Background: an optimization exercise with open tools, aiming at a short achievable clock period and few clock cycles per item. Do not read the settings as production practice. Only simulation tests tie the RTL to the original design; equivalence was not proved.

==> run a: inputs <==
==> flow/design.v (excerpt) <==
module clock_page_buffer_manager #(
    parameter int NUM_FRAMES = 16
) (
    input  logic                i_clk,
    input  logic                i_rst_n,
    input  logic                push,
    output logic                full,
    input  logic [43:0]         i_item,
    output logic                empty,
    input  logic                pop,
    output logic [50:0]         o_item
);
clock: 5.5 ns
lec_check: 0
abc_clock_period_in_ps: 2500
cap_margin: 20
core_margin: 2
core_utilization: 25
setup_slack_margin: 2.8
slew_margin: 20
tns_end_percent: 100
run.sh (not shown) runs the stock make flow with config.mk's settings and CLKGATE_MAP_FILE= SYNTH_SCRIPT=/design/flow/synth_recipe.tcl, a recipe that flattens the netlist after the stock synthesis.
==> run b (differences from run a) <==
--- a/flow/design.v
+++ b/flow/design.v
@@ -171,71 +171,74 @@
     logic [TW-1:0]         r_ctag;
     logic [N-1:0]          r_m, r_fm;
     logic                  r_fl;
     logic [N-1:0]          r_fl_d;
     logic                  r_fl_p;
     logic [N-1:0]          r_fl_pv;
     logic [TW-1:0]         ctag1;
-    logic [N-1:0]          m1, fm1, m1p, fm1p, m1n, fm1n;
-    logic                  same1, samef1, same2, samef2;
+    logic [N-1:0]          m1, fm1;
+    logic                  same_w, samef_w, same_x, samef_x;
     assign ctag1 = {i_cmd.file_id, i_cmd.page_id};
     always_comb begin
         for (int i = 0; i < N; i++) begin
             fm1[i] = r_valid[i] && (r_tag[i][TW-1 -: 8] == i_cmd.file_id);
             m1[i]  = fm1[i] && (r_tag[i][31:0] == i_cmd.page_id);
         end
     end
-    assign samef1 = (r_ctag[TW-1 -: 8] == i_cmd.file_id);
-    assign same1  = samef1 && (r_ctag[31:0] == i_cmd.page_id);
-    assign samef2 = (r_wtag[TW-1 -: 8] == i_cmd.file_id);
-    assign same2  = samef2 && (r_wtag[31:0] == i_cmd.page_id);
-    assign m1p  = (m1 & ~r_tk) | (r_tk & {N{same2}});
-    assign fm1p = (fm1 & ~r_tk) | (r_tk & {N{samef2}});
-    logic [N-1:0] u_take, u_free;
-    assign m1n  = (m1p & ~(u_take | u_free)) | (u_take & {N{same1}});
-    assign fm1n = (fm1p & ~(u_take | u_free)) | (u_take & {N{samef1}});
-    logic                  exec, emit, load2;
+    assign samef_w = (r_wtag[TW-1 -: 8] == i_cmd.file_id);
+    assign same_w  = samef_w && (r_wtag[31:0] == i_cmd.page_id);
+    assign samef_x = (r_ctag[TW-1 -: 8] == i_cmd.file_id);
+    assign same_x  = samef_x && (r_ctag[31:0] == i_cmd.page_id);
+    logic                  r1_v;
+    cpbm_pkg::t_in_item    r1_cmd;
+    logic [N-1:0]          r1_m, r1_fm, r1_tk;
+    logic                  r1_same_w, r1_samef_w, r1_same_x, r1_samef_x;
+    logic [N-1:0]          r_chg_p, r_take_p;     
+    logic [N-1:0]          m1c, fm1c, m1n, fm1n;
+    logic [TW-1:0]         ctag1b;
+    logic                  same_y, samef_y, load1;
+    logic [N-1:0]          u_take, u_free;       
+    assign ctag1b = {r1_cmd.file_id, r1_cmd.page_id};
+    assign m1c  = (((r1_m & ~r1_tk) | (r1_tk & {N{r1_same_w}})) & ~r_chg_p) |
+                  (r_take_p & {N{r1_same_x}});
+    assign fm1c = (((r1_fm & ~r1_tk) | (r1_tk & {N{r1_samef_w}})) & ~r_chg_p) |
+                  (r_take_p & {N{r1_samef_x}});
+    assign samef_y = (r_ctag[TW-1 -: 8] == r1_cmd.file_id);
+    assign same_y  = samef_y && (r_ctag[31:0] == r1_cmd.page_id);
+    assign m1n  = (m1c & ~(u_take | u_free)) | (u_take & {N{same_y}});
+    assign fm1n = (fm1c & ~(u_take | u_free)) | (u_take & {N{samef_y}});
+    logic                  exec, emit, load2, done, lap;
     logic [N-1:0]          m2, fm2, pinned;
     logic                  hit;
     logic                  r3_v, r_room;
     assign exec  = r_v && !r_fl && r_room;
     assign emit  = r_fl && r_room;
-    assign load2 = !r_v || exec;
-    assign o_cmd_adv = load2;
+    assign load2 = !r_v || done;
+    assign load1 = !r1_v || load2;
+    assign o_cmd_adv = load1;
     assign m2     = r_m;
     assign fm2    = r_fm;
     assign pinned = ~r_z;
     assign hit    = |m2;
-    logic [N-1:0] ca, cb, x1, x2, x3, x4, p1, p2, p3, p4, f1, f2, f3, f4;
-    logic         s1, s2, s3, s4, any_b;
+    logic [N-1:0] x1, x2, p1, p2, f1, f2;
+    logic         s1, any_a, any_b;
     logic [N-1:0] take_v, after_n, refclr;
     always_comb begin
-        ca = r_ca;
-        cb = r_z;                
-        x1 = ca & r_after;
-        x2 = ca;
-        x3 = cb & r_after;
-        x4 = cb;
+        x1 = r_ca & r_after;     
+        x2 = r_ca;               
         p1 = pre_or(x1);
         p2 = pre_or(x2);
-        p3 = pre_or(x3);
-        p4 = pre_or(x4);
         f1 = x1 & ~p1;
         f2 = x2 & ~p2;
-        f3 = x3 & ~p3;
-        f4 = x4 & ~p4;
         s1 = |x1;
-        s2 = !s1 && (|x2);
-        s3 = !(|x2) && (|x3);
-        s4 = !(|x2) && !(|x3) && (|x4);
-        any_b = |x4;
-        take_v  = ({N{s1}} & f1) | ({N{s2}} & f2) | ({N{s3}} & f3) | ({N{s4}} & f4);
-        after_n = ({N{s1}} & p1) | ({N{s2}} & p2) | ({N{s3}} & p3) | ({N{s4}} & p4);
-        refclr  = s1 ? (r_after & ~p1 & r_z) :
-                  s2 ? ((r_after | ~p2) & r_z) : r_z;
+        any_a = |x2;
+        any_b = |r_z;            
+        take_v  = s1 ? f1 : f2;
+        after_n = s1 ? p1 : p2;
+        refclr  = s1 ? (r_after & ~p1 & r_z) : ((r_after | ~p2) & r_z);
     end
     logic [N-1:0] fx, fxp, fq, fpp, fstop, freed, fl_d;
     logic         fq_any, fq_pin, fstop_any;
     always_comb begin
         fx        = fm2 & (pinned | r_dirty);
         fxp       = pre_or(fx);
         fq        = fx & ~fxp;
@@ -245,21 +248,23 @@
         fstop     = fm2 & pinned & ~fpp;
         fstop_any = |(fm2 & pinned);
         freed     = fm2 & ~fpp & ~fstop;
         fl_d      = freed & r_dirty & ~fq;
     end
     logic [N-1:0] u_pin, u_unpin, u_clr;
     logic         miss_pin;
-    assign miss_pin = exec && r_pin && !hit && any_b;
+    assign miss_pin = exec && r_pin && !hit && any_a;
+    assign lap      = exec && r_pin && !hit && !any_a && any_b;
+    assign done     = exec && !lap;
     always_comb begin
         u_pin   = {N{exec && r_pin}} & m2;
         u_unpin = {N{exec && r_unpin}} & m2 & ~r_z;
         u_free  = ({N{exec && r_disp}} & m2) | ({N{exec && r_flush}} & freed);
         u_take  = {N{miss_pin}} & take_v;
-        u_clr   = {N{miss_pin}} & refclr;
+        u_clr   = ({N{miss_pin}} & refclr) | ({N{lap}} & r_z);
     end
     logic [N-1:0] fl_first;
     assign fl_first = r_fl_d & ~pre_or(r_fl_d);
     logic [N-1:0] n3_fr;
     logic         n3_hit, n3_ev, n3_wb, n3_last, n3_mv;
     logic [2:0]   n3_st;
     logic [N-1:0] r3_fr;
@@ -318,28 +323,31 @@
     assign ev3 = r3_ev && (!r3_mv || |(r3_fr & r3_valid));
     assign wb3 = r3_wb && (!r3_mv || |(r3_fr & r3_dirty));
     always_comb begin
         o_res       = '0;
         o_res.frame = enc(r3_fr);
         o_res.hit   = r3_hit;
         o_res.evicted_valid = ev3;
-        {o_res.evicted_file, o_res.evicted_page} = tmux(r3_fr & {N{ev3}}, r_tag);
+        {o_res.evicted_file, o_res.evicted_page} = tmux(r3_fr, r_tag) & {TW{ev3}};
         o_res.write_back = wb3;
         o_res.status     = r3_st;
         o_res.last       = r3_last;
     end
     always_ff @(posedge i_clk) begin
         if (!i_rst_n) begin
             r_valid <= '0;
             r_z     <= '1;
             r_ref   <= '0;
             r_dirty <= '0;
             r_after <= '0;
             for (int i = 0; i < N; i++) r_pins[i] <= 8'd0;
             r_v     <= 1'b0;
+            r1_v    <= 1'b0;
+            r_chg_p <= '0;
+            r_take_p <= '0;
             r_fl    <= 1'b0;
             r3_v    <= 1'b0;
             r_room  <= 1'b1;
             r_tk    <= '0;
             r_ca    <= '1;
         end else begin
             for (int i = 0; i < N; i++) begin
@@ -370,17 +378,20 @@
                 end else if (u_clr[i]) begin
                     r_ref[i]   <= 1'b0;
                     r_ca[i]    <= 1'b1;
                 end
             end
             if (miss_pin) r_after <= after_n;
             r_tk   <= u_take;
-            r_room <= ({1'b0, i_res_cnt_n} + {2'b00, exec || emit}) <= 3'(DEPTH - 1);
-            if (load2) r_v <= i_cmd_v;
-            r3_v <= exec || emit;
+            r_room <= ({1'b0, i_res_cnt_n} + {2'b00, done || emit}) <= 3'(DEPTH - 1);
+            if (load2) r_v <= r1_v;
+            if (load1) r1_v <= i_cmd_v;
+            r_chg_p  <= u_take | u_free;
+            r_take_p <= u_take;
+            r3_v <= done || emit;
             if (exec && r_flush) begin
                 r_fl <= fq_any && !fq_pin;
             end else if (emit && !(|r_fl_d)) begin
                 r_fl <= 1'b0;
             end
         end
     end
@@ -394,21 +405,35 @@
         r3_ev    <= n3_ev;
         r3_wb    <= n3_wb;
         r3_st    <= n3_st;
         r3_last  <= n3_last;
         r3_mv    <= n3_mv;
         r3_valid <= r_valid;
         r3_dirty <= r_dirty;
+        if (load1) begin
+            r1_cmd     <= i_cmd;
+            r1_m       <= m1;
+            r1_fm      <= fm1;
+            r1_tk      <= r_tk;
+            r1_same_w  <= same_w;
+            r1_samef_w <= samef_w;
+            r1_same_x  <= same_x;
+            r1_samef_x <= samef_x;
+        end else begin
+            r1_m       <= m1c;
+            r1_fm      <= fm1c;
+            r1_tk      <= '0;
+        end
         if (load2) begin
-            r_pin   <= (i_cmd.cmd == cpbm_pkg::CMD_READ) || (i_cmd.cmd == cpbm_pkg::CMD_ALLOC);
-            r_unpin <= (i_cmd.cmd == cpbm_pkg::CMD_UNPIN);
-            r_disp  <= (i_cmd.cmd == cpbm_pkg::CMD_DISPOSE);
-            r_flush <= (i_cmd.cmd == cpbm_pkg::CMD_FLUSH);
-            r_md    <= i_cmd.mark_dirty;
-            r_ctag  <= ctag1;
+            r_pin   <= (r1_cmd.cmd == cpbm_pkg::CMD_READ) || (r1_cmd.cmd == cpbm_pkg::CMD_ALLOC);
+            r_unpin <= (r1_cmd.cmd == cpbm_pkg::CMD_UNPIN);
+            r_disp  <= (r1_cmd.cmd == cpbm_pkg::CMD_DISPOSE);
+            r_flush <= (r1_cmd.cmd == cpbm_pkg::CMD_FLUSH);
+            r_md    <= r1_cmd.mark_dirty;
+            r_ctag  <= ctag1b;
             r_m     <= m1n;
             r_fm    <= fm1n;
         end
         if (exec && r_flush) begin
             r_fl_d    <= fl_d;
             r_fl_p    <= fstop_any;
             r_fl_pv   <= fstop;
--- a/flow/config.mk
+++ b/flow/config.mk
@@ -5,10 +5,10 @@
 export SDC_FILE = /design/flow/constraint.sdc
 export NUM_CORES = 4
 export LEC_CHECK = 0
 export ABC_CLOCK_PERIOD_IN_PS = 2500
 export CAP_MARGIN = 20
 export CORE_MARGIN = 2
 export CORE_UTILIZATION = 25
-export SETUP_SLACK_MARGIN = 2.8
+export SETUP_SLACK_MARGIN = 3.1
 export SLEW_MARGIN = 20
 export TNS_END_PERCENT = 100
==> out/metrics.cfg <==
[sta]
fmax_ghz = 0.327

[synthesis]
ys_types = 101
synth_xor_area_share_pct = 11.8

[placed_design]
place_congestion = 1.08

[power_and_ir_drop]
comb_cell_power_w = 0.00190
total_power_w = 0.0229

[critical_path]
timing.rr.start = u_front.r_cmd[21]$_DFFE_PP_
cpPeakStageDelay_ns = 0.73

[outcome]
status = no timing/DRC/antenna violations

[die]
tap_cells = 3330

# the run above: run a

==> out/metrics.cfg <==
[outcome]
status = no timing/DRC/antenna violations

[synthesis]
synth_xor_area_share_pct = 11.8
ys_types = 95

[placed_design]
place_congestion = 1.01

[critical_path]
timing.rr.start = u_engine.r_fl_d[1]$_DFFE_PP_

[die]
tap_cells = 3515

[power_and_ir_drop]
total_power_w = 0.0244
comb_cell_power_w = 0.00150

# the run above: run b

Testbench counts of run a, summed over its fixed seeds: cycles 12,305, items 12,000.
Testbench counts of run b, summed over its fixed seeds: cycles 12,318, items 12,000.

static timing again, ports no longer ideal:
In the flow no input, the clock included, has a driving cell. The finished layouts below were timed again as built, in two steps. Step 1 sets driving cells, clkbuf_16 on the clock port and buf_2 on the other inputs (assumed; they add their load-dependent delay and slew). Step 2 moves the port delays by t, midway between the first and last clock arrival at a register: inputs arrive t later, outputs are due t later. That takes back most of the time a late clock gives input paths. a / b / c = ideal ports / drivers / drivers and shift; a / b = the first two.
run	shift t [ns]	slack for setup (ns)	worst data-port slew with drivers (ns)
run a	0.906	2.445 / 2.445 / 2.071	0.10
run b	0.905	2.669 / 2.669 / 1.974	0.07
After both steps setup and hold are still met in every run listed. The setup slack of run b, which loses most, moves by 0.000 ns with the drivers and by -0.695 ns with both steps.
